What follows belongs to an exercise in optimizing a design on an open flow for small area and a short achievable clock period; a production flow would make more cautious choices.
No functional check of the RTL was part of any run shown here.
Power figures rest on the tool's default switching activity, not on a simulated workload.

### run.sh
#!/bin/bash
# synth_recipe.tcl (not shown) runs the flow's synth.tcl, then flattens the netlist and writes it again
# the make line also repeats each setting of config.mk as NAME=value (left out here)
make -C /OpenROAD-flow-scripts/flow DESIGN_CONFIG=/design/flow/config.mk WORK_HOME=/design/flow/orfs CLKGATE_MAP_FILE= SYNTH_SCRIPT=/design/flow/synth_recipe.tcl finish
### config.mk
export PLATFORM = sky130hd
export DESIGN_NAME = data_mem_responder
export DESIGN_NICKNAME = data_mem_responder
export VERILOG_FILES = /design/flow/design.v
export SDC_FILE = /design/flow/constraint.sdc
export NUM_CORES = 4
export LEC_CHECK = 0
export CAP_MARGIN = 20
export CORE_MARGIN = 2
export CORE_UTILIZATION = 40
export SETUP_SLACK_MARGIN = 2.3
export SLEW_MARGIN = 20
### constraint.sdc
create_clock -name core_clock -period 4.5 [get_ports {clk}]
set_input_delay 0.9000 -clock core_clock [delete_from_list [all_inputs] [get_ports {clk}]]
set_output_delay 0.9000 -clock core_clock [all_outputs]
set_load 0.01 [all_outputs]
### design.v
package data_mem_responder_pkg;
   localparam int ADDR_W_DEF = 6;
   localparam int DATA_W_DEF = 32;
   localparam int TAP_STEP   = 3;
endpackage
import data_mem_responder_pkg::*;
module data_mem_responder_array #(
   parameter int ADDR_W = ADDR_W_DEF,
   parameter int DATA_W = DATA_W_DEF
) (
   input  logic                   clk,
   input  logic [2**ADDR_W-1:0]   we_i,     
   input  logic [2**ADDR_W-1:0]   hold_i,   
   input  logic [DATA_W-1:0]      wdata_i,
   input  logic [2**ADDR_W/2-1:0] rsel_i,   
   input  logic                   rinv_i,   
   output logic [DATA_W-1:0]      rdata_o
);
   localparam int N = 2**ADDR_W;
   logic [DATA_W-1:0] slot_q [N];
   logic [DATA_W-1:0] rd_pos, rd_neg;
   function automatic logic inverted(input int s);
      inverted = ((s / TAP_STEP + 1) % 2) == 1;
   endfunction
   for (genvar s = 0; s < N; s++) begin : g_slot
      if (s % TAP_STEP == 0) begin : g_tap
         logic [DATA_W-1:0] wd;
         assign wd = inverted(s) ? wdata_i : ~wdata_i;
         always_ff @(posedge clk)
            slot_q[s] <= ~(({DATA_W{we_i[s]}} & wd) | ({DATA_W{hold_i[s]}} & slot_q[(s + N - 1) % N]));
      end else begin : g_pass
         always_ff @(posedge clk)
            slot_q[s] <= slot_q[(s + N - 1) % N];
      end
   end
   always_comb begin
      rd_pos = '0;
      rd_neg = '0;
      for (int k = 0; k < N/2; k++)
         if (inverted(2*k)) rd_neg = rd_neg | (slot_q[2*k] & {DATA_W{rsel_i[k]}});
         else               rd_pos = rd_pos | (slot_q[2*k] & {DATA_W{rsel_i[k]}});
   end
   assign rdata_o = rd_pos | ({DATA_W{rinv_i}} & ~rd_neg);
endmodule
import data_mem_responder_pkg::*;
module data_mem_responder #(
   parameter int ADDR_W      = ADDR_W_DEF,
   parameter int DATA_W      = DATA_W_DEF,
   parameter int WAIT_CYCLES = 2
) (
   input  logic                 clk,
   input  logic                 rst,
   input  logic                 req,
   input  logic                 we,
   input  logic [ADDR_W+1:0]    addr,
   input  logic [DATA_W-1:0]    wdata,
   output logic [DATA_W-1:0]    rdata,
   output logic                 ack,
   output logic                 err,
   output logic                 busy
);
   localparam int N = 2**ADDR_W;
   logic              busy_q, w1_q, ack_q, err_q;
   logic              we_q, mis_q;
   logic              st_q;        
   logic              pend_q;      
   logic [ADDR_W-1:0] phase_q, pos_q, pos_d;
   logic [ADDR_W-1:0] posn_q;          
   logic [N-1:0]      hit, nhit;
   logic              anyhit;
   logic [N/2-1:0]    rsel_q, rsel_d;  
   logic              rinv_q, rinv_d;
   logic [DATA_W-1:0] buf_q;
   logic [DATA_W-1:0] rdata_q, ring_rdata;
   logic              accept, done, wr;
   function automatic logic inverted(input int s);
      inverted = ((s / TAP_STEP + 1) % 2) == 1;
   endfunction
   function automatic logic [N-1:0] rinv_table(input int n);
      logic [N-1:0] t;
      for (int s = 0; s < n; s++) t[s] = (s % 2 == 0) && (((s / TAP_STEP + 1) % 2) == 1);
      rinv_table = t;
   endfunction
   localparam logic [N-1:0] RINV = rinv_table(N);
   assign accept = req & ~busy_q;
   assign done   = req & rst & w1_q;                  
   assign wr     = (done & st_q) | pend_q;            
   data_mem_responder_array #(.ADDR_W(ADDR_W), .DATA_W(DATA_W)) u_array (
      .clk     (clk),
      .we_i    (hit & {N{wr}}),
      .hold_i  (nhit | {N{~wr}}),
      .wdata_i (buf_q),
      .rsel_i  (rsel_q),
      .rinv_i  (rinv_q),
      .rdata_o (ring_rdata)
   );
   assign pos_d = accept ? (addr[ADDR_W+1:2] + phase_q) : (pos_q + 1'b1);
   always_comb begin
      anyhit = 1'b0;
      for (int s = 0; s < N; s++) begin
         hit[s]  = (s % TAP_STEP == 0) && (pos_q == ADDR_W'(s - 1));
         nhit[s] = !((s % TAP_STEP == 0) && (posn_q == ~ADDR_W'(s - 1)));
         anyhit  = anyhit | hit[s];
      end
      for (int k = 0; k < N/2; k++)
         rsel_d[k] = (pos_d == ADDR_W'(2*k));
      rinv_d = RINV[pos_d];
   end
   always_ff @(posedge clk) begin
      phase_q  <= phase_q + 1'b1;
      pos_q    <= pos_d;
      posn_q   <= ~pos_d;
      rsel_q   <= rsel_d;
      rinv_q   <= rinv_d;
      pend_q   <= wr & ~anyhit;
      if (accept) begin
         we_q  <= we;
         mis_q <= (addr[1:0] != 2'b00);
         buf_q <= wdata;
      end else if (!we_q) begin
         buf_q <= ring_rdata;
      end
   end
   always_ff @(posedge clk) begin
      if (!rst) begin
         busy_q  <= 1'b0;
         w1_q    <= 1'b0;
         ack_q   <= 1'b0;
         st_q    <= 1'b0;
         err_q   <= 1'b0;
         rdata_q <= '0;
      end else begin
         busy_q <= req;
         w1_q   <= req & busy_q & ~w1_q & ~ack_q;
         ack_q  <= req & (w1_q | ack_q);
         st_q   <= req & (accept ? (we & (addr[1:0] == 2'b00)) : (st_q & ~w1_q & ~ack_q));
         if (done) begin
            err_q <= mis_q;
            if (mis_q) rdata_q <= '0;
            else if (!we_q) rdata_q <= pos_q[0] ? buf_q : ring_rdata;
         end else if (ack_q && !req) begin
            err_q <= 1'b0;
         end
      end
   end
   assign ack   = ack_q;
   assign busy  = busy_q;
   assign err   = err_q;
   assign rdata = rdata_q;
endmodule
==> results.txt, run 1 <==
outcome finished clean; largest net degree at the start of global routing 40; DP Area 62,100 sq um; WP data required 5250 ps; Max Fclk 449.9 MHz; worst min path class flop to flop; mux cell area share after synthesis 0.2823%; Max Cap Viol 0; Inserted Clock Buffers 199; initial antenna violation count 10; endpoint class of the critical path flop; core area 145,400 sq um; post-synthesis compound-gate area fraction 15.73%; Syn Area/Cell 12.41 sq um; DP Wirelength 124,300 um; via count 41,193; Final Critical Period 2223 ps; final net count 4,982; number of flops mapped to enable cells by yosys 34; GR Util All Layers 28.23%; Antenna Nets Post-Route 0; vias in the first global route 39,010; post-synthesis cell count 4,712; Die ar. 149,300 sq um; fin. max-slew vios 0; Synth Area in XOR/XNOR 0.2075%; cts-stage hold buffer count 0; Synth Flop Type dfxtp_1; total gr overflow 0; fin crit share 49.39%; Rel. slew slack 20.98%; setup ws final 2277 ps; Finish-stage setup viols 0; H-tree depth 4; largest family of logic cells by synthesized area compound AO/OA/AOI/OAI gates; Leak 0.02969 uW; commonest non-fill, non-tap cell in the layout dfxtp_1; drc violations 0; first-pass iteration count of the detailed router 6; synth-to-layout area growth 22.09%; Die X 386.4 um; simple-gate share of the synthesized area 6.250%; clock slew at reported path FFs 70 ps; first-pass GRT wire length 299,200 um; #FFs+latches synth 2,171; port buffer count 78; Starting Density 40.23%; fraction of registers with async set/reset 0%; final WL 221,000 um; commonest cells after routing, fill and taps aside dfxtp_1, a22oi_1, nor2_1; Root Driver clkbuf_16; crit path kind flop to flop; RD Place Congestion 0.8858; Fin. Hold Viols 0; initial drt markers 5,968; yosys warns 3; clock latency on the worst-skew pair 820 ps; Post-Synth Adder-Cell Area 0.2481%; pwr/cell area 568.3 nW/um^2; Cell Area, Synth 58,500 sq um; CTS tree done; setup_tns 0 ps; RSZ-0062 raised after global routing yes; post-synthesis cell type count 59; worst-margin pin slew 1185 ps; total power 40,590 uW; Peak VDD IR 0.3848 mV; Seq/Total Area, Yosys 74.88%; clk_skew 24.66 ps; # IOs 79; Post-Place Setup Slack 631.9 ps; CTS max path bufs 3; drt via density 5.870; Data arrival, critical path 2970 ps; clock sink count 2,171; DR WL/cell 31.48 um; Startpoint Class flop; Max FO, Critical Path 14; num rows 140; die height 386.4 um; Net Count, Synth 4,767; design area 71,420 sq um; fraction of layout cells with a size suffix above 1 16.96%
-- final cells by class --
class | instances | area [sq um]
well taps | 1917 | 2399
fillers | 12623 | 73970
repair buffers | 344 | 3697
clock buffers | 310 | 6056
multi-input cells | 2198 | 14460
flip-flops and latches | 2171 | 43990
inverters | 13 | 52.55
clock inverters | 58 | 749.5
diodes | 7 | 17.52
-- final timing paths --
| path | from | end | slack, ps | depth (start not counted) |
|---|---|---|---|---|
| max reg2reg | rsel_q[28]$_DFF_P_ | rdata_q[8]$_SDFFE_PN0P_ | 2280 | 8 |
| min reg2reg | u_array.slot_q[55][19]$_DFF_P_ | u_array.slot_q[56][19]$_DFF_P_ | 310 | 0 |
| min | u_array.slot_q[55][19]$_DFF_P_ | u_array.slot_q[56][19]$_DFF_P_ | 310 | 0 |
| max | rsel_q[28]$_DFF_P_ | rdata_q[8]$_SDFFE_PN0P_ | 2280 | 8 |
-- critical path, stage by stage (launching register included) --
cell and delay (ps):
dfxtp_4 470, buf_4 310, a22oi_1 270, nand3_1 140, nor3_2 330, a31oi_4 180
o21ai_0 210, a22oi_1 80, nor2b_1 130
-- cells in the mapped netlist, drive strengths merged, types with 8 or more instances --
library cell	n	share of area, %
dfxtp	2137	73
a21oi	418	3.6
o21ai	33	0.28
edfxtp	34	1.7
a222oi	32	0.55
nand2b	12	0.13
nand4b	8	0.12
a21boi	10	0.13
nand3	99	0.85
a31oi	23	0.25
nor3	36	0.34
nor2b	35	0.37
nor2	427	2.7
a221oi	88	1.3
buf	69	0.61
a22o	78	1.2
ha	10	0.21
o211ai	11	0.14
nand4	44	0.47
and3	14	0.15
inv	13	0.083
mux2	12	0.23
nand2	116	0.75
clkbuf	266	1.7
a22oi	626	8.0
-- cells by family (layout without fill, tap and decap cells) --
group | after synthesis | count (layout)
AO/OA/AOI/OAI | 1338 | 1338
multiplexers | 15 | 15
flip-flops | 2171 | 2171
AND/OR/NAND/NOR | 816 | 821
other | 0 | 7
buffers and inverters | 348 | 725
adder cells (fa/ha/maj) | 11 | 11
XOR/XNOR | 13 | 13
-- power by group --
part	internal (uW)	leakage (uW)	switching, uW
clock	9930	0.00335	7390
sequential	19500	0.0180	1020
combinational	1050	0.00830	1720
total	30500	0.0297	10100
-- stage by stage --
stage	instances	utilization [%]	hold slack [ps]
finish	7018	49.12	311.4
detailed placement	6503	42.71	312.1
global route	7011	49.11	305.6
CTS	6973	48.55	309.7
floorplan	4712	-	309.6
global placement	6503	42.71	309.6
-- registers in the layout, summed over array words and instances, names as in the netlist --
| register | flops |
|---|---|
| rinv_q | 1 |
| rdata_q | 32 |
| u_array.slot_q | 2048 |
| ack_q | 1 |
| mis_q | 1 |
| pend_q | 1 |
| busy_q | 1 |
| err_q | 1 |
| posn_q | 6 |
| buf_q | 32 |
| w1_q | 1 |
| rsel_q | 32 |
| we_q | 1 |
| st_q | 1 |
| pos_q | 6 |
| phase_q | 6 |
-- metal layers --
layer / part of all wire (%) / wire, um / vias up / track usage [%]
li1: - / - / 17271 / -
met1: 41 / 90110 / 20683 / 39.07
met2: 43 / 95650 / 2677 / 42.51
met3: 11 / 25330 / 556 / 6.413
met4: 4.4 / 9828 / 6 / 11.66
met5: 0.014 / 30 / - / 0
-- what timing repair did --
action / 4_1_cts / 5_1_grt
setup endpoints to repair: 873 / 253
cloned: 5 / 4
setup buffers: 97 / 34
gates resized for setup: 366 / 80
pin swaps: 11 / 26
==> inputs of run 2 (changes only) <==
--- a/config.mk
+++ b/config.mk
@@ -8,5 +8,7 @@
 export CAP_MARGIN = 20
 export CORE_MARGIN = 2
 export CORE_UTILIZATION = 40
+export CTS_CLUSTER_DIAMETER = 100
+export CTS_CLUSTER_SIZE = 30
 export SETUP_SLACK_MARGIN = 2.3
 export SLEW_MARGIN = 20
==> run 2 against run 1 <==
Net effect:
- setup slack lost 5.9 ps
- flip-flop and latch count is the same
- via count is 2.6% lower
- die area unchanged
- cell area shrank 6.5%
- worst hold slack got worse by 6.9 ps
- critical path depth grew 1
- utilization down 3.2 points
- sequential share of layout area is 4.3 points higher
- clock-buffer cell count shrank 204
- register-to-register slack is essentially flat
- global-route usage decreased by 0.45 points
- critical path type is now input port to flop
- largest power group unchanged
==> results.txt, run 2 <==
Seq pwr share 62.6% (+12 points); met2 global-route usage 41.68% (-0.84 points); commonest cells after routing, fill and taps aside dfxtp_1, a22oi_1, nor2_1; WP data required 5140 ps (-110 ps); number of flops mapped to enable cells by yosys 34 (unchanged); post-synthesis cell type count 59 (unchanged); commonest non-fill, non-tap cell in the layout dfxtp_1; design area 66,780 sq um (-6.5%); fraction of power consumed by the clock network 28.9% (-14 points); drt via density 5.927 (+0.98%); Fin. Hold Viols 0 (unchanged); drc violations 0 (unchanged); Comb pwr share 8.5% (+1.7 points); Post-Place Setup Slack 631.9 ps (unchanged); worst path cell trace clkdlybuf4s15_2 -> ha_4 -> fa_2 -> xor2_1 -> mux2_4 -> buf_6 -> a31o_1 -> o32a_1 -> a21oi_1; GR Layer Usage met1 39.17% (+0.099 points); Synth Flop Type dfxtp_1; RSZ-0062 raised after global routing yes; num rows 140 (unchanged); Final Critical Period 2229 ps (+5.880 ps); P_sw 8587 uW (-15%); GR Util All Layers 27.78% (-0.45 points); Syn Area/Cell 12.41 sq um (unchanged); synth top area cells dfxtp_1, a22oi_1, a21oi_1, nor2_1, edfxtp_1; #FFs+latches synth 2,171 (unchanged); Leak 0.02744 uW (-7.6%); CTS tree done; first-pass GRT wire length 294,500 um (-1.6%); final WL 217,000 um (-1.8%); Finished Layout Cells 6,767 (-3.6%); endpoint class of the critical path flop; Max FO, Critical Path 6 (-8); clock slew at reported path FFs 120 ps (+50 ps); initial antenna violation count 9 (-1); Startpoint Class input port; fraction of registers with async set/reset 0% (unchanged); # IOs 79 (unchanged); Cell Area, Synth 58,500 sq um (unchanged); crit path kind input port to flop; post-synthesis cell count 4,712 (unchanged); top-area cell type share of the netlist area 73.13% (unchanged); Data arrival, critical path 2870 ps (-100 ps); synth-to-layout area growth 14.17%; Root Driver clkbuf_16; CP peak stage delay 360 ps (-110 ps); Die ar. 149,300 sq um (unchanged); setup ws final 2271 ps (-5.880 ps); Die X 386.4 um (unchanged); Net Count, Synth 4,767 (unchanged); Starting Density 40.23% (unchanged); total gr overflow 0 (unchanged); yosys warns 3 (unchanged); core area 145,400 sq um (unchanged); setup_tns 0 ps (unchanged); WP buf/inv 2 (+1); Reg-to-Reg Start rsel_q[23]$_DFF_P_; Placed Instances 6,503 (unchanged); Antenna Nets Post-Route 0 (unchanged); Max Cap Viol 0 (unchanged); clk_skew 39.54 ps (+14.88 ps); H-tree depth 3 (-1); Critical-path top delay cell fa_2; sw frac 26.29% (+1.3 points); fin. max-slew vios 0 (unchanged); fin crit share 49.52% (+0.13 points); clock sink count 2,171 (unchanged); pwr/cell area 489.1 nW/um^2 (-14%); outcome finished clean; Inserted Clock Buffers 83 (-58%); Biggest register u_array.slot_q; Multi-input gate area 14,480 sq um (+0.16%); Reg area 43,980 sq um (about the same); clock latency on the worst-skew pair 730 ps (-90 ps); DR WL/cell 32.06 um (+1.8%); crit-path leading delay family compound AO/OA/AOI/OAI gates; initial drt markers 6,105 (+2.3%); Rel. slew slack 23.76% (+2.8 points); Worst Min Path Start u_array.slot_q[1][7]$_DFF_P_; worst min path class flop to flop; worst-margin pin slew 1144 ps (-41.76 ps); Inserted Diodes 0 (-7); DP Area 62,100 sq um (unchanged); Peak VDD IR 0.3036 mV (-21%); Max Fclk 448.7 MHz (-0.26%); port buffer count 78 (unchanged); CTS max path bufs 3 (unchanged); die height 386.4 um (unchanged); vias in the first global route 37,570 (-3.7%); internal power 24,070 uW (-21%); DP Wirelength 124,300 um (unchanged); final net count 4,877 (-2.1%); first-pass iteration count of the detailed router 10 (+4); Yosys top cell by area dfxtp_1; Finish-stage setup viols 0 (unchanged); max reg flops 2,048 (unchanged); largest net degree at the start of global routing 40 (unchanged); commonest cells in the netlist dfxtp_1, a22oi_1, nor2_1; grt met3 use 5.560% (-0.85 points); crit path launch addr[2]; via count 40,107 (-2.6%); fillers 13,042 (+3.3%); most frequent cell after synthesis dfxtp_1; RD Place Congestion 0.8858 (unchanged); Seq/Total Area, Yosys 74.88% (unchanged); fraction of layout cells with a size suffix above 1 13.55% (-3.4 points); Top Usage Layer GRT met2
-- run 2: cell counts after synthesis --
Identical to the previous run, type by type.
-- run 2: cell type report --
class | instances | area share, %
flip-flops and latches | 2171 | 65.85
multi-input cells | 2198 | 21.69
repair buffers | 355 | 5.287
well taps | 1917 | 3.592
clock buffers | 106 | 3.335
clock inverters | 7 | 0.1649
inverters | 13 | 0.08244
-- run 2: power groups by stage --
stage	Combinational [uW]	Sequential, uW	Clock [uW]
CTS	2470	20400	9440
global placement	2060	21000	0
detailed placement	2070	21000	0
floorplan	1730	20000	0
finish	2760	20500	9440
global route	2870	20500	10100
-- run 2: final timing paths --
path	endpoint	slack, ps	depth (start not counted)
worst max-delay path	rinv_q$_DFF_P_	2270	9
worst min-delay path	u_array.slot_q[2][7]$_DFF_P_	300	0
worst max register to register	rdata_q[16]$_SDFFE_PN0P_	2270	7
worst min register to register	u_array.slot_q[2][7]$_DFF_P_	300	0
-- run 2: stage by stage --
| stage | util, % | hold slack (ps) | power [uW] |
|---|---|---|---|
| floorplan | - | 309.6 | 21760 |
| finish | 45.93 | 304.5 | 32660 |
| detailed placement | 42.71 | 312.1 | 23040 |
| global placement | 42.71 | 309.6 | 23040 |
| CTS | 45.54 | 314.2 | 32350 |
| global route | 45.93 | 305.1 | 33440 |
-- run 2: timing repair --
action,CTS,global route
pin swaps,19,14
cloned,6,1
gates resized for setup,321,64
hold buffers,0,0
endpoints found under the setup margin,873,247
setup buffers,117,27
-- run 2: metal layers --
| metal | vias to the layer above | wire, um | share of wire, % |
|---|---|---|---|
| met1 | 20174 | 90150 | 42 |
| met3 | 509 | 24030 | 11 |
| met2 | 2537 | 92980 | 43 |
| met4 | 8 | 9732 | 4.5 |
| li1 | 16879 | - | - |
| met5 | - | 55 | 0.025 |
-- run 2: cells by family (layout without fill, tap and decap cells) --
group	count (synthesis)	count (layout)	synth area share (%)
and+or+nand+nor	816	821	6.250
DFF	2171	2171	74.88
muxes	15	15	0.2823
adders and majority gates	11	11	0.2481
AOI/OAI and AO/OA	1338	1338	15.73
buffers and inverters	348	481	2.404
xor gates and xnor gates	13	13	0.2075
==> inputs of run 3 (changes only) <==
--- a/config.mk
+++ b/config.mk
@@ -8,7 +8,7 @@
 export CAP_MARGIN = 20
 export CORE_MARGIN = 2
 export CORE_UTILIZATION = 40
-export CTS_CLUSTER_DIAMETER = 100
+export CTS_CLUSTER_DIAMETER = 70
 export CTS_CLUSTER_SIZE = 30
 export SETUP_SLACK_MARGIN = 2.3
 export SLEW_MARGIN = 20
==> run 3 against run 2 <==
Net effect:
- combinational power shrank 2%
- clock-buffer cell count grew 12
- cell area grew 1.2%
- largest cell class unchanged
- largest power group unchanged
- highest routed layer unchanged
==> results.txt, run 3 <==
synth top area cells dfxtp_1, a22oi_1, a21oi_1, nor2_1, edfxtp_1; Fin. Hold Viols 0 (unchanged); Yosys top cell by area dfxtp_1; outcome finished clean; die height 386.4 um (unchanged); num rows 140 (unchanged); WP data required 5170 ps (+30 ps); Max FO, Critical Path 6 (unchanged); hold slack 278.9 ps (-25.57 ps); Post-Synth Adder-Cell Area 0.2481% (unchanged); GR Util All Layers 27.87% (+0.086 points); pwr/cell area 509.0 nW/um^2 (+4.1%); post-synthesis compound-gate area fraction 15.73% (unchanged); synth-to-layout area growth 15.53%; Final Critical Period 2252 ps (+23.64 ps); H-tree depth 3 (unchanged); setup ws final 2248 ps (-23.64 ps); number of flops mapped to enable cells by yosys 34 (unchanged); simple-gate share of the synthesized area 6.250% (unchanged); post-synthesis cell count 4,712 (unchanged); setup_tns 0 ps (unchanged); commonest non-fill, non-tap cell in the layout dfxtp_1; vias in the first global route 37,736 (+0.44%); via count 40,192 (+0.21%); met2 global-route usage 42.01% (+0.33 points); CTS tree done; final WL 216,800 um (about the same); cts-stage hold buffer count 0 (unchanged); clk_skew 46.62 ps (+7.077 ps); top-area cell type share of the netlist area 73.13% (unchanged); Syn Area/Cell 12.41 sq um (unchanged); Seq pwr share 59.5% (-3.1 points); Die ar. 149,300 sq um (unchanged); commonest cells in the netlist dfxtp_1, a22oi_1, nor2_1; drc violations 0 (unchanged); Biggest register u_array.slot_q; RSZ-0062 raised after global routing yes; Cell Area, Synth 58,500 sq um (unchanged); Synth Flop Type dfxtp_1; Max Fclk 444.0 MHz (-1.0%); RD Place Congestion 0.8858 (unchanged); fraction of power consumed by the clock network 32.6% (+3.7 points); Peak VDD IR 0.3538 mV (+17%); Starting Density 40.23% (unchanged); largest family of logic cells by synthesized area compound AO/OA/AOI/OAI gates; mux cell area share after synthesis 0.2823% (unchanged); most frequent cell after synthesis dfxtp_1; sw frac 26.96% (+0.67 points); total gr overflow 0 (unchanged); DR WL/cell 31.80 um (-0.81%); worst min path class flop to flop; max reg flops 2,048 (unchanged); total power 34,400 uW (+5.3%); # IOs 79 (unchanged); grt met3 use 6.066% (+0.51 points); first-pass GRT wire length 295,200 um (+0.22%); initial drt markers 6,276 (+2.8%); largest net degree at the start of global routing 40 (unchanged); Synth Area in XOR/XNOR 0.2075% (unchanged); worst-margin pin slew 1115 ps (-28.94 ps); yosys warns 3 (unchanged); core area 145,400 sq um (unchanged); port buffer count 78 (unchanged); fraction of layout cells with a size suffix above 1 14.49% (+0.95 points); Seq/Total Area, Yosys 74.88% (unchanged); CTS max path bufs 3 (unchanged); clock latency on the worst-skew pair 770 ps (+40 ps); GR Layer Usage met1 39.08% (-0.087 points); fin. max-slew vios 0 (unchanged); post-synthesis cell type count 59 (unchanged); initial antenna violation count 7 (-2); fraction of registers with async set/reset 0% (unchanged); first-pass iteration count of the detailed router 6 (-4); Finish-stage setup viols 0 (unchanged); Inserted Clock Buffers 99 (+19%); #FFs+latches synth 2,171 (unchanged); Top Usage Layer GRT met2; internal power 25,120 uW (+4.4%); Leak 0.02786 uW (+1.5%); final net count 4,880 (+0.062%); Net Count, Synth 4,767 (unchanged); Root Driver clkbuf_16; clock sink count 2,171 (unchanged); Data arrival, critical path 2920 ps (+50 ps); Die X 386.4 um (unchanged); P_sw 9273 uW (+8.0%); Rel. slew slack 25.69% (+1.9 points); Comb pwr share 7.9% (-0.6 points); Placed Instances 6,503 (unchanged); clock slew at reported path FFs 110 ps (about the same); commonest cells after routing, fill and taps aside dfxtp_1, a22oi_1, nor2_1; DP Wirelength 124,300 um (unchanged); Finished Layout Cells 6,818 (+0.75%); fin crit share 50.05% (+0.53 points); Max Cap Viol 0 (unchanged); crit path kind input port to flop; endpoint class of the critical path flop; Antenna Nets Post-Route 0 (unchanged); Post-Place Setup Slack 631.9 ps (unchanged); drt via density 5.895 (-0.54%); Startpoint Class input port
-- run 3: through the flow --
| step | util, % | area (sq um) |
|---|---|---|
| floorplan | - | 58670 |
| global placement | 42.71 | 62100 |
| detailed placement | 42.71 | 62100 |
| CTS | 46.06 | 66970 |
| global route | 46.48 | 67580 |
| finish | 46.48 | 67580 |
-- run 3: kinds of logic (layout without fill, tap and decap cells) --
group / count (synthesis) / after routing
other cells: 0 / 2
simple gates: 816 / 821
xor+xnor: 13 / 13
compound gates: 1338 / 1338
buf+inv: 348 / 530
flops: 2171 / 2171
fa+ha+maj: 11 / 11
mux: 15 / 15
-- run 3: path summary, 6_finish.rpt --
check	startpoint	to	slack (ps)	cells after the start
worst max register to register	rsel_q[17]$_DFF_P_	rdata_q[3]$_SDFFE_PN0P_	2280	8
worst min-delay path	u_array.slot_q[19][6]$_DFF_P_	u_array.slot_q[20][6]$_DFF_P_	280	0
worst max-delay path	addr[2]	rinv_q$_DFF_P_	2250	9
worst min register to register	u_array.slot_q[19][6]$_DFF_P_	u_array.slot_q[20][6]$_DFF_P_	280	0
-- run 3: metal layers --
metal	wire, um	part of all wire, %
met5	126	0.058
met4	9886	4.6
met3	23550	11
met2	93430	43
met1	89820	41
-- run 3: what timing repair did --
action	in CTS	in global routing
endpoints found under the hold margin	0	0
endpoints found under the setup margin	873	220
gates cloned	6	0
pin swaps	16	13
gates resized for setup	324	68
buffers inserted	103	29
-- run 3: area by class of cell --
type	count	area, sq um
multi-input combinational	2198	14460
inverter	13	55.05
sequential	2171	43980
timing repair buffer	342	3318
fill	13032	77810
antenna	2	5.005
clock inverter	57	685.7
tap	1917	2399
clock buffer	118	2683
-- run 3: worst max-delay path, stage by stage --
cell             delay (ps)
clkdlybuf4s15_1         200
ha_4                    180
fa_2                    360
xor2_1                  180
mux2_4                  320
buf_6                   140
and3_1                  170
o32a_1                  350
a21oi_1                 130
-- run 3: power groups by stage --
| stage | registers [uW] | clock network (uW) | logic, uW |
|---|---|---|---|
| final | 20500 | 11200 | 2710 |
| after global routing | 20500 | 11900 | 2810 |
| after CTS | 20400 | 11200 | 2430 |
| after detailed placement | 21000 | 0 | 2070 |
| after global placement | 21000 | 0 | 2060 |
| after floorplan | 20000 | 0 | 1730 |
==> inputs of run 4 (changes only) <==
--- a/config.mk
+++ b/config.mk
@@ -8,7 +8,7 @@
 export CAP_MARGIN = 20
 export CORE_MARGIN = 2
 export CORE_UTILIZATION = 40
-export CTS_CLUSTER_DIAMETER = 70
-export CTS_CLUSTER_SIZE = 30
+export CTS_CLUSTER_DIAMETER = 100
+export CTS_CLUSTER_SIZE = 24
 export SETUP_SLACK_MARGIN = 2.3
 export SLEW_MARGIN = 20
==> run 4 against run 3 <==
Net effect:
- critical path depth is 5 lower
- synthesized cell count stayed put
- critical endpoint is now u_array.slot_q[51][3]$_DFF_P_
- global-route usage is 0.077 points lower
- flip-flop and latch count stayed put
- combinational power is 3% higher
==> results.txt, run 4 <==
setup_tns 0 ps (unchanged); pwr/cell area 497.1 nW/um^2 (-2.3%); drt via density 5.903 (+0.14%); WP buf/inv 1 (-1); DP Wirelength 124,300 um (unchanged); #FFs+latches synth 2,171 (unchanged); clock latency on the worst-skew pair 740 ps (-30 ps); largest net degree at the start of global routing 40 (unchanged); WP data required 5150 ps (-20 ps); synth-to-layout area growth 14.99%; port buffer count 78 (unchanged); core area 145,400 sq um (unchanged); Max Cap Viol 0 (unchanged); endpoint class of the critical path flop; Fin. Hold Viols 0 (unchanged); Yosys top cell by area dfxtp_1; initial drt markers 6,180 (-1.5%); yosys warns 3 (unchanged); Starting Density 40.23% (unchanged); fraction of registers with async set/reset 0% (unchanged); Synth Flop Type dfxtp_1; top-area cell type share of the netlist area 73.13% (unchanged); final net count 4,891 (+0.23%); Layout Utilization 46.27% (-0.22 points); Max Fclk 446.7 MHz (+0.60%); Finished Layout Cells 6,784 (-0.50%); synth top area cells dfxtp_1, a22oi_1, a21oi_1, nor2_1, edfxtp_1; worst min path class flop to flop; CTS tree done; Net Count, Synth 4,767 (unchanged); post-synthesis cell count 4,712 (unchanged); drc violations 0 (unchanged); via count 40,048 (-0.36%); DP Area 62,100 sq um (unchanged); Leak 0.02766 uW (-0.72%); final WL 216,300 um (-0.25%); clock slew at reported path FFs 100 ps (about the same); Rel. slew slack 24.89% (-0.80 points); RSZ-0062 raised after global routing yes; fin. max-slew vios 0 (unchanged); total power 33,440 uW (-2.8%); Seq/Total Area, Yosys 74.88% (unchanged); commonest cells in the netlist dfxtp_1, a22oi_1, nor2_1; crit-path leading delay family simple AND/OR/NAND/NOR gates; Max FO, Critical Path 20 (+14); clk_skew 39.44 ps (-7.182 ps); Final Critical Period 2239 ps (-13.43 ps); Startpoint Class flop; Peak VDD IR 0.3151 mV (-11%); most frequent cell after synthesis dfxtp_1; fraction of layout cells with a size suffix above 1 13.73% (-0.76 points); total gr overflow 0 (unchanged); Cell Area, Synth 58,500 sq um (unchanged); outcome finished clean; design area 67,260 sq um (-0.47%); Critical-path top delay cell and2_1; Root Driver clkbuf_16; GR Util All Layers 27.79% (-0.077 points); worst path cell trace and2_1 -> nand3_4 -> buf_12 -> a21oi_1; first-pass iteration count of the detailed router 6 (unchanged); initial antenna violation count 8 (+1); post-synthesis cell type count 59 (unchanged); Finish-stage setup viols 0 (unchanged); max reg flops 2,048 (unchanged); fin crit share 49.75% (-0.30 points); DR WL/cell 31.88 um (+0.25%); Biggest register u_array.slot_q; Inserted Clock Buffers 101 (+2.0%); first-pass GRT wire length 294,500 um (-0.22%); CTS max path bufs 3 (unchanged); Placed Instances 6,503 (unchanged); commonest non-fill, non-tap cell in the layout dfxtp_1; number of flops mapped to enable cells by yosys 34 (unchanged); num rows 140 (unchanged); clock sink count 2,171 (unchanged); RD Place Congestion 0.8858 (unchanged); die height 386.4 um (unchanged); commonest cells after routing, fill and taps aside dfxtp_1, a22oi_1, a21oi_1, nor2_1, buf_4; Antenna Nets Post-Route 0 (unchanged); Die ar. 149,300 sq um (unchanged); CP peak stage delay 630 ps (+270 ps); Data arrival, critical path 2890 ps (-30 ps); fillers 13,023 (-0.069%); # IOs 79 (unchanged); Die X 386.4 um (unchanged); cts-stage hold buffer count 0 (unchanged); H-tree depth 3 (unchanged); Syn Area/Cell 12.41 sq um (unchanged); worst-margin pin slew 1127 ps (+11.97 ps); vias in the first global route 37,535 (-0.53%); crit path kind flop to flop
[run 4: cell counts after synthesis]
No cell type changed its count.
[run 4: cells by family after synthesis]
| kind of cell | count (synthesis) | share of synthesized area (%) |
|---|---|---|
| buffers and inverters | 348 | 2.404 |
| DFF | 2171 | 74.88 |
| adders and majority gates | 11 | 0.2481 |
| and+or+nand+nor | 816 | 6.250 |
| xor gates and xnor gates | 13 | 0.2075 |
| muxes | 15 | 0.2823 |
| AOI/OAI and AO/OA | 1338 | 15.73 |
[run 4: power breakdown]
| group | switching, uW | total (uW) | internal [uW] |
|---|---|---|---|
| sequential | 995 | 20400 | 19500 |
| combinational | 1750 | 2800 | 1060 |
| clock | 5960 | 10200 | 4230 |
[run 4: cell type report]
class	instances	area, sq um	share of cell area [%]
tap	1917	2399	3.566
clock inverter	8	86.33	0.1283
timing repair buffer	351	3556	5.286
inverter	13	55.05	0.08185
multi-input combinational	2198	14510	21.57
antenna	1	2.502	0.003720
sequential	2171	43980	65.38
clock buffer	125	2681	3.986
[run 4: through the flow]
stage / setup WS (ps) / hold WS, ps
finish: 2261 / 306.6
global route: 2142 / 300.8
CTS: 2258 / 307.5
detailed placement: 631.9 / 312.1
global placement: 674.7 / 309.6
floorplan: 1855 / 309.6
[run 4: path summary, 6_finish.rpt]
kind,from,to,slack (ps),depth (start not counted)
worst max-delay path,posn_q[4]$_DFF_P_,u_array.slot_q[51][3]$_DFF_P_,2260,4
worst min-delay path,u_array.slot_q[31][6]$_DFF_P_,u_array.slot_q[32][6]$_DFF_P_,310,0
worst max register to register,posn_q[4]$_DFF_P_,u_array.slot_q[51][3]$_DFF_P_,2260,4
worst min register to register,u_array.slot_q[31][6]$_DFF_P_,u_array.slot_q[32][6]$_DFF_P_,310,0
[run 4: worst register-to-register path: stages (launching register included)]
cell and delay, ps:
dfxtp_1 430, and2_1 640, nand3_4 460, buf_12 330
a21oi_1 290
[run 4: metal layers]
| metal | vias up | wire [um] | global-route usage, % |
|---|---|---|---|
| met3 | 440 | 24650 | 5.483 |
| li1 | 16910 | - | - |
| met1 | 20123 | 89450 | 39.38 |
| met4 | 4 | 8353 | 9.462 |
| met2 | 2571 | 93800 | 42.33 |
| met5 | - | 23 | 0 |
[run 4: what timing repair did]
action | CTS | global route
gates resized for setup | 323 | 73
cloned | 7 | 0
endpoints found under the setup margin | 873 | 258
pin swaps | 20 | 19
setup buffers | 102 | 38
==> inputs of run 5 (changes only) <==
==> flow/run.sh (new file) <==
#!/bin/bash
# The standard layout, with clock tree synthesis told not to add dummy loads.
set -euo pipefail
bash standard.sh \
  CTS_ARGS="-sink_clustering_enable -repair_clock_nets -dont_use_dummy_load" \
  finish > standard.log 2>&1
==> standard.sh (new file) <==
#!/bin/bash
# synth_recipe.tcl (not shown) runs the flow's synth.tcl, then flattens the netlist and writes it again
# the make line also repeats each setting of config.mk as NAME=value (left out here)
make -C /OpenROAD-flow-scripts/flow DESIGN_CONFIG=/design/flow/config.mk WORK_HOME=/design/flow/orfs CLKGATE_MAP_FILE= SYNTH_SCRIPT=/design/flow/synth_recipe.tcl "${@:-finish}"
--- a/config.mk
+++ b/config.mk
@@ -8,7 +8,5 @@
 export CAP_MARGIN = 20
 export CORE_MARGIN = 2
 export CORE_UTILIZATION = 40
-export CTS_CLUSTER_DIAMETER = 100
-export CTS_CLUSTER_SIZE = 24
 export SETUP_SLACK_MARGIN = 2.3
 export SLEW_MARGIN = 20
removed: run.sh
==> run 5 against run 4 <==
Net effect:
- critical endpoint is now u_array.slot_q[57][28]$_DFF_P_
- cell area is 3.3% higher
- clock power is about 40% higher
- sequential power hardly changed
==> results.txt, run 5 <==
outcome finished clean; Leak 0.02873 uW (+3.8%); Post-Place Setup Slack 631.9 ps (unchanged); die height 386.4 um (unchanged); clock slew at reported path FFs 60 ps (-40 ps); synth top area cells dfxtp_1, a22oi_1, a21oi_1, nor2_1, edfxtp_1; # IOs 79 (unchanged); Final Critical Period 2226 ps (-12.48 ps); fraction of layout cells with a size suffix above 1 15.08% (+1.4 points); first-pass GRT wire length 298,000 um (+1.2%); CTS tree done; Inserted Clock Buffers 199 (+97%); R2R depth 7 (+3); largest net degree at the start of global routing 40 (unchanged); Synth Area in XOR/XNOR 0.2075% (unchanged); Synth Flop Type dfxtp_1; via count 40,882 (+2.1%); port buffer count 78 (unchanged); Yosys top cell by area dfxtp_1; mux cell area share after synthesis 0.2823% (unchanged); fillers 12,755 (-2.1%); Max Cap Viol 0 (unchanged); FF-to-FF setup slack 2270 ps (about the same); Reg area 43,970 sq um (about the same); crit path launch w1_q$_SDFF_PN0_; fin crit share 49.47% (-0.28 points); synth-to-layout area growth 18.81%; clk_skew 61.96 ps (+22.52 ps); Worst R2R End u_array.slot_q[57][28]$_DFF_P_; number of flops mapped to enable cells by yosys 34 (unchanged); simple-gate share of the synthesized area 6.250% (unchanged); crit path kind flop to flop; hold slack 281.0 ps (-25.59 ps); final net count 4,976 (+1.7%); endpoint class of the critical path flop; Biggest register u_array.slot_q; vias in the first global route 38,726 (+3.2%); Finish-stage setup viols 0 (unchanged); post-synthesis cell count 4,712 (unchanged); total power 37,590 uW (+12%); Post-Synth Adder-Cell Area 0.2481% (unchanged); cts-stage hold buffer count 0 (unchanged); core area 145,400 sq um (unchanged); initial antenna violation count 8 (unchanged); Die X 386.4 um (unchanged); Worst Min Path Start u_array.slot_q[1][22]$_DFF_P_; Fin. Hold Viols 0 (unchanged); clock latency on the worst-skew pair 820 ps (+80 ps); Max FO, Critical Path 32 (+60%); Seq/Total Area, Yosys 74.88% (unchanged); Cell Area, Synth 58,500 sq um (unchanged); Max Fclk 449.2 MHz (+0.56%); yosys warns 3 (unchanged); Startpoint Class flop; commonest cells after routing, fill and taps aside dfxtp_1, a22oi_1, nor2_1; Peak VDD IR 0.3899 mV (+24%); setup_tns 0 ps (unchanged); setup ws final 2274 ps (+12.48 ps); #FFs+latches synth 2,171 (unchanged); design area 69,500 sq um (+3.3%); DP Area 62,100 sq um (unchanged); Data arrival, critical path 2850 ps (-40 ps); fin. max-slew vios 0 (unchanged); fraction of registers with async set/reset 0% (unchanged); commonest non-fill, non-tap cell in the layout dfxtp_1; total gr overflow 0 (unchanged); Reg-to-Reg Start w1_q$_SDFF_PN0_; GR Util All Layers 28.19% (+0.40 points); first-pass iteration count of the detailed router 6 (unchanged); max reg flops 2,048 (unchanged); worst-margin pin slew 1161 ps (+34.19 ps); pwr/cell area 540.8 nW/um^2 (+8.8%); Die ar. 149,300 sq um (unchanged); Starting Density 40.23% (unchanged); most frequent cell after synthesis dfxtp_1; initial drt markers 5,849 (-5.4%); worst min path class flop to flop; num rows 140 (unchanged); Multi-input gate area 14,530 sq um (+0.17%); post-synthesis cell type count 59 (unchanged); Hold Crit Depth 0 (unchanged); Net Count, Synth 4,767 (unchanged); WP data required 5120 ps (-30 ps); RSZ-0062 raised after global routing yes; CTS max path bufs 3 (unchanged); drc violations 0 (unchanged); commonest cells in the netlist dfxtp_1, a22oi_1, nor2_1; Rel. slew slack 22.61% (-2.3 points); largest family of logic cells by synthesized area compound AO/OA/AOI/OAI gates; final WL 219,200 um (+1.3%); post-synthesis compound-gate area fraction 15.73% (unchanged); DR WL/cell 32.05 um (+0.54%); drt via density 5.979 (+1.3%); clock sink count 2,171 (unchanged); DP Wirelength 124,300 um (unchanged); RD Place Congestion 0.8858 (unchanged); top-area cell type share of the netlist area 73.13% (unchanged); WHS Endpoint u_array.slot_q[2][22]$_DFF_P_; Antenna Nets Post-Route 0 (unchanged); Syn Area/Cell 12.41 sq um (unchanged); Root Driver clkbuf_16; H-tree depth 4 (+1)
## run 5: final cells by class
class | count | share of cell area, %
sequential | 2171 | 63.27
multi-input combinational | 2198 | 20.91
clock buffer | 199 | 7.165
timing repair buffer | 338 | 5.115
tap | 1917 | 3.451
inverter | 13 | 0.07921
antenna | 2 | 0.007201
## run 5: what timing repair did
action | in CTS | in global routing
endpoints found under the setup margin | 873 | 153
setup buffers | 84 | 42
pin swaps | 17 | 9
gates cloned | 6 | 2
gates resized for setup | 337 | 77
## run 5: worst max path at each step
stage	to	slack, ps	cells past startpoint
2_1_floorplan	rinv_q$_DFF_P_	1860	8
3_3_place_gp	u_array.slot_q[57][7]$_DFF_P_	670	8
3_5_place_dp	u_array.slot_q[57][1]$_DFF_P_	630	8
4_1_cts	rdata_q[31]$_SDFFE_PN0P_	2280	8
5_1_grt	rdata_q[16]$_SDFFE_PN0P_	2220	8
6_report	u_array.slot_q[57][28]$_DFF_P_	2270	7
## run 5: critical path, stage by stage (launching register included)
cell,delay [ps]
dfxtp_1,340
and3_4,230
a21oi_4,370
nor3_4,130
buf_4,170
nand3_4,50
buf_4,590
a21oi_1,150
## run 5: cells by family after synthesis
| kind of cell | count (synthesis) |
|---|---|
| flops | 2171 |
| compound gates | 1338 |
| simple gates | 816 |
| buf+inv | 348 |
| mux | 15 |
| xor+xnor | 13 |
| fa+ha+maj | 11 |
## run 5: power by group
group          leakage [uW]  switching [uW]  internal (uW)
Clock               0.00245            6590           7710
Sequential           0.0180            1020          19500
Combinational       0.00825            1730           1050
Total                0.0287            9340          28200
## run 5: metrics by stage
stage / instances / utilization (%)
3_3_place_gp: 6503 / 42.71
4_1_cts: 6792 / 47.17
5_1_grt: 6836 / 47.80
6_report: 6838 / 47.80
2_1_floorplan: 4712 / -
3_5_place_dp: 6503 / 42.71
## run 5: metal layers
metal  global-route usage (%)  vias to the layer above  wire (um)  share of wire (%)
met3                    6.460                      544      25600                 12
met2                    42.17                     2773      94770                 43
met1                    39.14                    20475      89270                 41
li1                         -                    17086          -                  -
met4                    11.86                        4       9522                4.3
met5                        0                        -         34              0.016
==> inputs of run 6 (changes only) <==
==> flow/run.sh (replaced) <==
#!/bin/bash
# The standard layout, with clock tree synthesis told to form sink clusters of up to 24
# flip-flops within 100 um and not to add dummy loads.
set -euo pipefail
bash standard.sh \
  CTS_ARGS="-sink_clustering_enable -repair_clock_nets -sink_clustering_size 24 -sink_clustering_max_diameter 100 -dont_use_dummy_load" \
  finish > standard.log 2>&1
==> run 6 against run 5 <==
Net effect:
- global-route usage decreased by 0.38 points
- clock skew decreased by 9.5 ps
- synthesized area unchanged
- cell count decreased by 1.3%
- via count decreased by 1.7%
- first-iteration DRC count increased by 5.8%
- critical path type unchanged
- largest power group unchanged
==> results.txt, run 6 <==
die height 386.4 um (unchanged); most frequent cell after synthesis dfxtp_1; initial drt markers 6,189 (+5.8%); internal power 24,500 uW (-13%); Critical-path top delay cell a222oi_1; sw frac 25.82% (+0.96 points); fin crit share 49.35% (-0.13 points); first-pass GRT wire length 294,700 um (-1.1%); Max FO, Critical Path 8 (-75%); first-pass iteration count of the detailed router 9 (+3); Starting Density 40.23% (unchanged); clock latency on the worst-skew pair 730 ps (-90 ps); Synth Flop Type dfxtp_1; total gr overflow 0 (unchanged); CTS tree done; Biggest register u_array.slot_q; worst-margin pin slew 1130 ps (-30.41 ps); DP Wirelength 124,300 um (unchanged); num rows 140 (unchanged); setup_tns 0 ps (unchanged); Die X 386.4 um (unchanged); commonest non-fill, non-tap cell in the layout dfxtp_1; WP data required 5160 ps (+40 ps); Layout Utilization 46.04% (-1.8 points); final WL 216,400 um (-1.3%); Finish-stage setup viols 0 (unchanged); max reg flops 2,048 (unchanged); DR WL/cell 32.07 um (about the same); Max Cap Viol 0 (unchanged); post-synthesis cell count 4,712 (unchanged); CP peak stage delay 460 ps (-130 ps); fraction of registers with async set/reset 0% (unchanged); Fin. Hold Viols 0 (unchanged); GR Util All Layers 27.81% (-0.38 points); yosys warns 3 (unchanged); final net count 4,888 (-1.8%); post-synthesis cell type count 59 (unchanged); Yosys top cell by area dfxtp_1; via count 40,187 (-1.7%); vias in the first global route 37,593 (-2.9%); clock sink count 2,171 (unchanged); drc violations 0 (unchanged); Comb pwr share 8.4% (+1.0 points); pwr/cell area 493.3 nW/um^2 (-8.8%); fin. max-slew vios 0 (unchanged); clock slew at reported path FFs 90 ps (+30 ps); RSZ-0062 raised after global routing yes; CTS max path bufs 3 (unchanged); Seq/Total Area, Yosys 74.88% (unchanged); fraction of layout cells with a size suffix above 1 13.54% (-1.5 points); worst min path class flop to flop; Cell Area, Synth 58,500 sq um (unchanged); Inserted Clock Buffers 101 (-49%); synth-to-layout area growth 14.43%; endpoint class of the critical path flop; initial antenna violation count 10 (+2); top-area cell type share of the netlist area 73.13% (unchanged); Root Driver clkbuf_16; fraction of power consumed by the clock network 29.7% (-8.4 points); Syn Area/Cell 12.41 sq um (unchanged); outcome finished clean; number of flops mapped to enable cells by yosys 34 (unchanged); commonest cells after routing, fill and taps aside dfxtp_1, a22oi_1, nor2_1; H-tree depth 3 (-1); worst path cell trace buf_4 -> a222oi_1 -> nand3_1 -> nor4_2 -> nor2_2 -> o21ai_1 -> a22oi_1 -> nor2b_1; Startpoint Class flop; drt via density 5.955 (-0.40%); Antenna Nets Post-Route 0 (unchanged); Net Count, Synth 4,767 (unchanged); #FFs+latches synth 2,171 (unchanged); RD Place Congestion 0.8858 (unchanged); # IOs 79 (unchanged); P_sw 8526 uW (-8.8%); commonest cells in the netlist dfxtp_1, a22oi_1, nor2_1; cts-stage hold buffer count 0 (unchanged); synth top area cells dfxtp_1, a22oi_1, a21oi_1, nor2_1, edfxtp_1; Peak VDD IR 0.2976 mV (-24%); crit path kind flop to flop; port buffer count 78 (unchanged); Seq pwr share 61.9% (+7.4 points); Rel. slew slack 24.64% (+2.0 points); Data arrival, critical path 2880 ps (+30 ps); core area 145,400 sq um (unchanged); Max Fclk 450.3 MHz (+0.26%); Leak 0.02752 uW (-4.2%); hold slack 267.7 ps (-13.29 ps); Die ar. 149,300 sq um (unchanged); largest net degree at the start of global routing 40 (unchanged); clk_skew 52.49 ps (-9.469 ps); Final Critical Period 2221 ps (-5.730 ps)
==> run 6: path summary, 6_finish.rpt <==
kind         slack, ps  cells past startpoint                            end                           from
max               2280                      8       rdata_q[27]$_SDFFE_PN0P_             rsel_q[13]$_DFF_P_
min                270                      0  u_array.slot_q[32][6]$_DFF_P_  u_array.slot_q[31][6]$_DFF_P_
max reg2reg       2280                      8       rdata_q[27]$_SDFFE_PN0P_             rsel_q[13]$_DFF_P_
min reg2reg        270                      0  u_array.slot_q[32][6]$_DFF_P_  u_array.slot_q[31][6]$_DFF_P_
==> run 6: area by class of cell <==
class / count / area [sq um]
multi-input combinational: 2198 / 14490
antenna: 1 / 2.502
timing repair buffer: 348 / 3485
inverter: 13 / 55.05
tap: 1917 / 2399
clock buffer: 101 / 2527
sequential: 2171 / 43970
fill: 13083 / 78450
==> run 6: metrics by stage <==
stage	instance area (sq um)	power, uW	setup WS, ps	instances
global placement	62100	23040	674.7	6503
finish	66940	33020	2279	6749
CTS	66200	32730	2252	6708
detailed placement	62100	23040	631.9	6503
global route	66930	33860	2240	6748
floorplan	58670	21760	1855	4712
==> run 6: logic make-up after synthesis <==
group                      after synthesis  synth area share, %
buffers and inverters                  348                2.404
muxes                                   15               0.2823
and+or+nand+nor                        816                6.250
adders and majority gates               11               0.2481
xor gates and xnor gates                13               0.2075
DFF                                   2171                74.88
AOI/OAI and AO/OA                     1338                15.73
==> run 6: worst max-delay path, delay by kind of cell (launching register included) <==
family	cells	cell delay, ps
AOI/OAI and AO/OA	3	680
DFF	1	440
buffers and inverters	1	220
and+or+nand+nor	4	820
==> run 6: what timing repair did <==
item,CTS,global route
pin swaps,18,15
setup buffers,97,40
gates resized for setup,309,71
setup endpoints to repair,873,224
gates cloned,7,0
==> run 6: power groups by stage <==
stage | combinational, uW | clock (uW) | sequential, uW
floorplan | 1730 | 0 | 20000
global placement | 2060 | 0 | 21000
detailed placement | 2070 | 0 | 21000
CTS | 2460 | 9840 | 20400
global route | 2870 | 10500 | 20500
finish | 2760 | 9820 | 20400
==> run 6: routing by layer <==
| layer | GRT usage (%) | up-vias | part of all wire (%) |
|---|---|---|---|
| li1 | - | 16890 | - |
| met1 | 39.20 | 20303 | 41 |
| met2 | 42.27 | 2504 | 43 |
| met3 | 5.680 | 480 | 11 |
| met4 | 9.889 | 10 | 4.1 |
| met5 | 0 | - | 0.040 |
==> inputs of run 7 (changes only) <==
==> flow/run.sh (replaced) <==
#!/bin/bash
# The standard layout, with clock tree synthesis told to form sink clusters of up to 28
# flip-flops within 90 um and not to add dummy loads.
set -euo pipefail
bash standard.sh \
  CTS_ARGS="-sink_clustering_enable -repair_clock_nets -sink_clustering_size 28 -sink_clustering_max_diameter 90 -dont_use_dummy_load" \
  finish > standard.log 2>&1
==> run 7 against run 6 <==
Net effect:
- largest cell class unchanged
- sequential power about the same
- setup slack lost 35 ps
- synthesized area did not move
- die area unchanged
- flip-flop and latch count unchanged
- worst hold slack worse by 0.62 ps
- clock power is 5.2% lower
- register-to-register slack got worse by 20 ps
- critical path depth did not move
- still clean on timing, DRC and antenna
- non-clock buffer count is 11 higher
==> results.txt, run 7 <==
Peak VDD IR 0.3044 mV (+2.3%); Max Cap Viol 0 (unchanged); die height 386.4 um (unchanged); Cell Area, Synth 58,500 sq um (unchanged); vias in the first global route 37,574 (-0.051%); post-synthesis cell count 4,712 (unchanged); Inserted Clock Buffers 89 (-12%); top-area cell type share of the netlist area 73.13% (unchanged); drc violations 0 (unchanged); fin. max-slew vios 0 (unchanged); crit path kind input port to flop; Syn Area/Cell 12.41 sq um (unchanged); Startpoint Class input port; Yosys top cell by area dfxtp_1; RSZ-0062 raised after global routing yes; synth-to-layout area growth 14.15%; initial drt markers 6,125 (-1.0%); DR WL/cell 32.01 um (-0.19%); setup_tns 0 ps (unchanged); cts-stage hold buffer count 0 (unchanged); most frequent CP cell buf_4; yosys warns 3 (unchanged); DP Area 62,100 sq um (unchanged); H-tree depth 3 (unchanged); # IOs 79 (unchanged); Layout Utilization 45.93% (-0.11 points); total gr overflow 0 (unchanged); clock slew at reported path FFs 100 ps (about the same); first-pass GRT wire length 293,700 um (-0.36%); initial antenna violation count 6 (-4); max reg flops 2,048 (unchanged); Rel. slew slack 23.78% (-0.86 points); final net count 4,887 (-0.020%); WP data required 5070 ps (-90 ps); worst-margin pin slew 1143 ps (+12.84 ps); Critical-path top delay cell buf_4; Leak 0.02742 uW (-0.37%); largest net degree at the start of global routing 40 (unchanged); post-synthesis cell type count 59 (unchanged); Max FO, Critical Path 32 (+24); #FFs+latches synth 2,171 (unchanged); clock latency on the worst-skew pair 740 ps (about the same); first-pass iteration count of the detailed router 8 (-1); clk_skew 103.6 ps (+51.10 ps); DP Wirelength 124,300 um (unchanged); Data arrival, critical path 2830 ps (-50 ps); Fin. Hold Viols 0 (unchanged); Root Driver clkbuf_16; commonest cells after routing, fill and taps aside dfxtp_1, a22oi_1, nor2_1; design area 66,780 sq um (-0.24%); RD Place Congestion 0.8858 (unchanged); fin crit share 50.13% (+0.78 points); via count 40,009 (-0.44%); fraction of layout cells with a size suffix above 1 13.60% (+0.065 points); commonest cells in the netlist dfxtp_1, a22oi_1, nor2_1; num rows 140 (unchanged); outcome finished clean; Starting Density 40.23% (unchanged); Final Critical Period 2256 ps (+35.24 ps); CTS tree done; Finish-stage setup viols 0 (unchanged); Net Count, Synth 4,767 (unchanged); port buffer count 78 (unchanged); worst min path class flop to flop; worst path cell trace buf_4 -> and3_4 -> a21oi_4 -> nor3_4 -> buf_12 -> nand3_4 -> buf_4 -> a21oi_1; final WL 216,000 um (-0.21%); Die ar. 149,300 sq um (unchanged); GR Util All Layers 27.71% (-0.11 points); core area 145,400 sq um (unchanged); endpoint class of the critical path flop; clock sink count 2,171 (unchanged); commonest non-fill, non-tap cell in the layout dfxtp_1; number of flops mapped to enable cells by yosys 34 (unchanged); Die X 386.4 um (unchanged); CP peak stage delay 590 ps (+130 ps); Seq/Total Area, Yosys 74.88% (unchanged); fillers 13,059 (-0.18%); Antenna Nets Post-Route 0 (unchanged); most frequent cell after synthesis dfxtp_1; Synth Flop Type dfxtp_1; pwr/cell area 487.4 nW/um^2 (-1.2%); CTS max path bufs 3 (unchanged); fraction of registers with async set/reset 0% (unchanged); Biggest register u_array.slot_q; synth top area cells dfxtp_1, a22oi_1, a21oi_1, nor2_1, edfxtp_1; Max Fclk 443.3 MHz (-1.6%); drt via density 5.929 (-0.43%)
[run 7: layout make-up]
| cell class | count | area [sq um] | area share [%] |
|---|---|---|---|
| timing repair buffer | 359 | 3586 | 5.370 |
| multi-input combinational | 2198 | 14540 | 21.77 |
| sequential | 2171 | 43970 | 65.85 |
| clock buffer | 89 | 2227 | 3.335 |
| tap | 1917 | 2399 | 3.592 |
| antenna | 1 | 2.502 | 0.003747 |
| inverter | 13 | 55.05 | 0.08244 |
[run 7: routing by layer]
metal	global-route usage (%)	wire length (um)
met5	0	7
met4	10.45	8814
met3	5.603	23910
met2	41.83	93600
met1	39.09	89660
[run 7: path summary, 6_finish.rpt]
path,start,to,slack [ps],depth (start not counted)
worst max-delay path,req,u_array.slot_q[57][24]$_DFF_P_,2240,8
worst min-delay path,u_array.slot_q[19][29]$_DFF_P_,u_array.slot_q[20][29]$_DFF_P_,270,0
worst max register to register,posn_q[4]$_DFF_P_,u_array.slot_q[24][29]$_DFF_P_,2260,5
worst min register to register,u_array.slot_q[19][29]$_DFF_P_,u_array.slot_q[20][29]$_DFF_P_,270,0
[run 7: logic make-up (layout without fill, tap and decap cells)]
| logic type | after synthesis | count (layout) | synth area share (%) |
|---|---|---|---|
| other | 0 | 1 | 0 |
| flip-flops | 2171 | 2171 | 74.88 |
| multiplexers | 15 | 15 | 0.2823 |
| adder cells (fa/ha/maj) | 11 | 11 | 0.2481 |
| buffers and inverters | 348 | 461 | 2.404 |
| AO/OA/AOI/OAI | 1338 | 1338 | 15.73 |
| XOR/XNOR | 13 | 13 | 0.2075 |
| AND/OR/NAND/NOR | 816 | 821 | 6.250 |
[run 7: metrics by stage]
step	std cells	hold slack [ps]	setup WS (ps)	power, uW
after floorplan	4712	309.6	1855	21760
after global placement	6503	309.6	674.7	23040
after detailed placement	6503	312.1	631.9	23040
after CTS	6706	275.3	2296	32220
after global routing	6747	277.5	2214	33340
final	6748	267.1	2244	32540
[run 7: critical path, delay by kind of cell]
family / cells / cell delay [ps]
and+or+nand+nor: 3 / 400
AOI/OAI and AO/OA: 2 / 530
buffers and inverters: 3 / 920
[run 7: timing repair]
action,CTS,global route
pin swaps,21,18
endpoints found under the setup margin,873,234
setup buffers,108,40
resized for setup,310,74
gates cloned,6,1
[run 7: power breakdown]
part           internal [uW]  switching [uW]  leakage, uW  total (uW)
sequential             19500             994       0.0180       20500
clock                   3570            5750      0.00110        9310
combinational           1030            1740      0.00830        2780
==> inputs of run 8 (changes only) <==
--- a/design.v
+++ b/design.v
@@ -66,6 +66,9 @@
    logic              pend_q;      
    logic [ADDR_W-1:0] phase_q, pos_q, pos_d;
    logic [ADDR_W-1:0] posn_q;          
+   logic [ADDR_W-1:0] hpos_q, hpos_d;  
+   logic              ld_ring_q, ld_buf_q;  
+   logic              g_ring, g_buf, g_hold;
    logic [N-1:0]      hit, nhit;
    logic              anyhit;
    logic [N/2-1:0]    rsel_q, rsel_d;  
@@ -85,6 +88,9 @@
    assign accept = req & ~busy_q;
    assign done   = req & rst & w1_q;                  
    assign wr     = (done & st_q) | pend_q;            
+   assign g_ring = done & ld_ring_q;
+   assign g_buf  = done & ld_buf_q;
+   assign g_hold = ~done | (we_q & ~mis_q);
    data_mem_responder_array #(.ADDR_W(ADDR_W), .DATA_W(DATA_W)) u_array (
       .clk     (clk),
       .we_i    (hit & {N{wr}}),
@@ -94,11 +100,12 @@
       .rinv_i  (rinv_q),
       .rdata_o (ring_rdata)
    );
-   assign pos_d = accept ? (addr[ADDR_W+1:2] + phase_q) : (pos_q + 1'b1);
+   assign pos_d  = accept ? (addr[ADDR_W+1:2] + phase_q) : (pos_q + 1'b1);
+   assign hpos_d = accept ? (addr[ADDR_W+1:2] + (phase_q + 1'b1)) : (pos_q + 2'd2);
    always_comb begin
       anyhit = 1'b0;
       for (int s = 0; s < N; s++) begin
-         hit[s]  = (s % TAP_STEP == 0) && (pos_q == ADDR_W'(s - 1));
+         hit[s]  = (s % TAP_STEP == 0) && (hpos_q == ADDR_W'(s));
          nhit[s] = !((s % TAP_STEP == 0) && (posn_q == ~ADDR_W'(s - 1)));
          anyhit  = anyhit | hit[s];
       end
@@ -110,6 +117,9 @@
       phase_q  <= phase_q + 1'b1;
       pos_q    <= pos_d;
       posn_q   <= ~pos_d;
+      hpos_q   <= hpos_d;
+      ld_ring_q <= ~mis_q & ~we_q & pos_q[0];
+      ld_buf_q  <= ~mis_q & ~we_q & ~pos_q[0];
       rsel_q   <= rsel_d;
       rinv_q   <= rinv_d;
       pend_q   <= wr & ~anyhit;
@@ -134,10 +144,10 @@
          w1_q   <= req & busy_q & ~w1_q & ~ack_q;
          ack_q  <= req & (w1_q | ack_q);
          st_q   <= req & (accept ? (we & (addr[1:0] == 2'b00)) : (st_q & ~w1_q & ~ack_q));
+         rdata_q <= ({DATA_W{g_ring}} & ring_rdata) | ({DATA_W{g_buf}} & buf_q) |
+                    ({DATA_W{g_hold}} & rdata_q);
          if (done) begin
             err_q <= mis_q;
-            if (mis_q) rdata_q <= '0;
-            else if (!we_q) rdata_q <= pos_q[0] ? buf_q : ring_rdata;
          end else if (ack_q && !req) begin
             err_q <= 1'b0;
          end
==> run.sh (new file) <==
#!/bin/bash
# synth_recipe.tcl (not shown) runs the flow's synth.tcl, then flattens the netlist and writes it again
# the make line also repeats each setting of config.mk as NAME=value (left out here)
make -C /OpenROAD-flow-scripts/flow DESIGN_CONFIG=/design/flow/config.mk WORK_HOME=/design/flow/orfs CLKGATE_MAP_FILE= SYNTH_SCRIPT=/design/flow/synth_recipe.tcl finish
--- a/config.mk
+++ b/config.mk
@@ -8,5 +8,7 @@
 export CAP_MARGIN = 20
 export CORE_MARGIN = 2
 export CORE_UTILIZATION = 40
+export CTS_CLUSTER_DIAMETER = 100
+export CTS_CLUSTER_SIZE = 24
 export SETUP_SLACK_MARGIN = 2.3
 export SLEW_MARGIN = 20
removed: flow/run.sh
removed: standard.sh
==> run 8 against run 7 <==
Net effect:
- maximum frequency hardly changed
- power is 1.0% higher
- largest power group unchanged
- combinational power is 24% lower
- die area hardly changed
- critical path depth is 1 lower
- flip-flop and latch count is 7 higher
- cell area is 0.46% lower
==> results.txt, run 8 <==
Finish-stage setup viols 0 (unchanged); H-tree depth 3 (unchanged); post-synthesis cell count 4,709 (-0.064%); DP Wirelength 121,300 um (-2.4%); drc violations 0 (unchanged); Crit. path cell count 7 (-1); crit path kind flop to flop; outcome finished clean; final net count 4,848 (-0.80%); Seq/Total Area, Yosys 75.09% (+0.21 points); cts-stage hold buffer count 0 (unchanged); synth top area cells dfxtp_1, a22oi_1, a21oi_1, nor2_1, clkbuf_1; vias in the first global route 37,660 (+0.23%); Rel. slew slack 26.32% (+2.5 points); num rows 140 (unchanged); Fin. Hold Viols 0 (unchanged); synth-to-layout area growth 13.59%; fin crit share 50.18% (about the same); commonest cells in the netlist dfxtp_1, a22oi_1, nor2_1; CTS tree done; top-area cell type share of the netlist area 73.35% (+0.21 points); initial antenna violation count 6 (unchanged); Final Critical Period 2258 ps (+2.120 ps); fraction of registers with async set/reset 0% (unchanged); Syn Area/Cell 12.43 sq um (about the same); crit-path leading delay family flip-flops; worst path cell trace buf_4 -> a22oi_1 -> nand4_1 -> nor3_1 -> a31oi_1 -> o21ai_0 -> and2_1; commonest non-fill, non-tap cell in the layout dfxtp_1; sw frac 25.20% (-0.87 points); #FFs+latches synth 2,178 (+0.32%); CP peak stage delay 670 ps (+80 ps); number of flops mapped to enable cells by yosys 34 (unchanged); Critical-path top delay cell dfxtp_4; clock latency on the worst-skew pair 760 ps (+20 ps); Leak 0.02727 uW (-0.54%); WP buf/inv 1 (-2); Max FO, Critical Path 15 (-53%); first-pass GRT wire length 292,300 um (-0.47%); Starting Density 40.25% (about the same); core area 145,400 sq um (unchanged); via count 39,844 (-0.41%); P_sw 8287 uW (-2.3%); total gr overflow 0 (unchanged); largest net degree at the start of global routing 42 (+5.0%); initial drt markers 6,049 (-1.2%); commonest cells after routing, fill and taps aside dfxtp_1, a22oi_1, nor2_1; Layout Utilization 45.72% (-0.21 points); fillers 13,069 (+0.077%); final WL 215,600 um (-0.20%); drt via density 5.919 (-0.16%); setup_tns 0 ps (unchanged); fraction of layout cells with a size suffix above 1 11.86% (-1.7 points); Synth Flop Type dfxtp_1; # IOs 79 (unchanged); internal power 24,600 uW (+2.2%); total power 32,880 uW (+1.0%); clock slew at reported path FFs 100 ps (about the same); Cell Area, Synth 58,520 sq um (about the same); port buffer count 78 (unchanged); fin. max-slew vios 0 (unchanged); Biggest register u_array.slot_q; clock sink count 2,178 (+0.32%); clk_skew 62.35 ps (-41.24 ps); post-synthesis cell type count 62 (+5.1%); Seq pwr share 62.9% (about the same); pwr/cell area 494.7 nW/um^2 (+1.5%); Die ar. 149,400 sq um (about the same); endpoint class of the critical path flop; Startpoint Class flop; fraction of power consumed by the clock network 30.7% (+2.1 points); GR Util All Layers 27.70% (about the same); Hold Crit Depth 0 (unchanged); Root Driver clkbuf_16; worst min path class flop to flop; Die X 386.5 um (about the same); DR WL/cell 32.02 um (about the same); Yosys top cell by area dfxtp_1; Multi-input gate area 14,290 sq um (-1.7%); yosys warns 3 (unchanged); first-pass iteration count of the detailed router 8 (unchanged); CTS max path bufs 3 (unchanged); worst-margin pin slew 1105 ps (-37.99 ps); Data arrival, critical path 2910 ps (+80 ps); Placed Instances 6,511 (+0.12%); Peak VDD IR 0.3649 mV (+20%); die height 386.5 um (about the same); RSZ-0062 raised after global routing yes; max reg flops 2,048 (unchanged); Comb pwr share 6.4% (-2.1 points); Inserted Clock Buffers 101 (+13%); Reg area 44,110 sq um (+0.32%); WP data required 5160 ps (+90 ps); Max Cap Viol 0 (unchanged); R2R depth 7 (+2); RD Place Congestion 0.8605 (-2.9%); Net Count, Synth 4,768 (+0.021%); most frequent cell after synthesis dfxtp_1; Max Fclk 442.9 MHz (about the same); Antenna Nets Post-Route 0 (unchanged); Finished Layout Cells 6,731 (-0.25%)
run 8: changes by cell type in the layout (fill, tap and decap cells not counted), moves of 19 or more:
| cell | delta |
|---|---|
| a221oi_1 | +20 |
| buf_4 | -50 |
| and2_1 | +29 |
| nand2_1 | -21 |
| nor2b_1 | -24 |
| nor3_1 | +19 |
run 8: final cells by class:
cell class | count | share of cell area (%)
clock inverter | 7 | 0.1355
sequential | 2178 | 66.37
multi-input combinational | 2196 | 21.50
timing repair buffer | 298 | 4.361
clock buffer | 120 | 3.942
inverter | 14 | 0.08094
tap | 1917 | 3.609
antenna | 1 | 0.003765
run 8: stage by stage:
step | setup WS, ps | hold WS, ps | area, sq um
2_1_floorplan | 1957 | 309.6 | 58780
3_3_place_gp | 788.8 | 309.5 | 62240
3_5_place_dp | 741.4 | 312.1 | 62240
4_1_cts | 2215 | 300.2 | 66010
5_1_grt | 2172 | 315.4 | 66470
6_report | 2242 | 305.6 | 66470
run 8: power groups by stage:
stage | clock network (uW) | registers (uW) | logic (uW)
CTS | 10100 | 20700 | 1910
global route | 10800 | 20700 | 2210
global placement | 0 | 21100 | 1680
detailed placement | 0 | 21100 | 1700
finish | 10100 | 20700 | 2120
floorplan | 0 | 20200 | 1490
run 8: timing repair:
item                                    in CTS  in global routing
cloned                                       6                  0
endpoints found under the setup margin     861                331
hold endpoints to repair                     0                  0
pin swaps                                   15                  9
buffers inserted                            57                 29
gates resized for setup                    304                 46
run 8: path summary, 6_finish.rpt:
| path | from | slack (ps) | end |
|---|---|---|---|
| max | rsel_q[13]$_DFF_P_ | 2240 | rdata_q[26]$_SDFF_PN0_ |
| min | u_array.slot_q[33][2]$_DFF_P_ | 310 | u_array.slot_q[34][2]$_DFF_P_ |
| max reg2reg | rsel_q[13]$_DFF_P_ | 2240 | rdata_q[26]$_SDFF_PN0_ |
| min reg2reg | u_array.slot_q[33][2]$_DFF_P_ | 310 | u_array.slot_q[34][2]$_DFF_P_ |
run 8: kinds of logic after synthesis:
| kind of cell | Yosys count | synth area share, % |
|---|---|---|
| compound gates | 1359 | 16.02 |
| mux | 2 | 0.03421 |
| xor+xnor | 22 | 0.3293 |
| buf+inv | 340 | 2.224 |
| simple gates | 793 | 5.957 |
| flops | 2178 | 75.09 |
| fa+ha+maj | 15 | 0.3464 |
run 8: per-layer routing:
metal  vias to the layer above  global-route usage (%)  routed length [um]
met5                         -                       0                  26
met4                         4                   13.57               11470
met3                       543                   5.325               22450
met2                      2494                   42.48               94990
met1                     19974                   37.50               86610
li1                      16829                       -                   -
run 8: worst reg2reg max path, stage by stage, from the launching register on:
cell and delay (ps):
dfxtp_4 670, buf_4 440, a22oi_1 160, nand4_1 140, nor3_1 50, a31oi_1 360, o21ai_0 150, and2_1 180

Setup slack of run 8, layout unchanged: 2.242 ns with ideal ports, 2.242 ns with driving cells assumed (clock clkbuf_16, inputs buf_2), 1.510 ns with port delays also shifted by the 0.811 ns mid clock arrival.
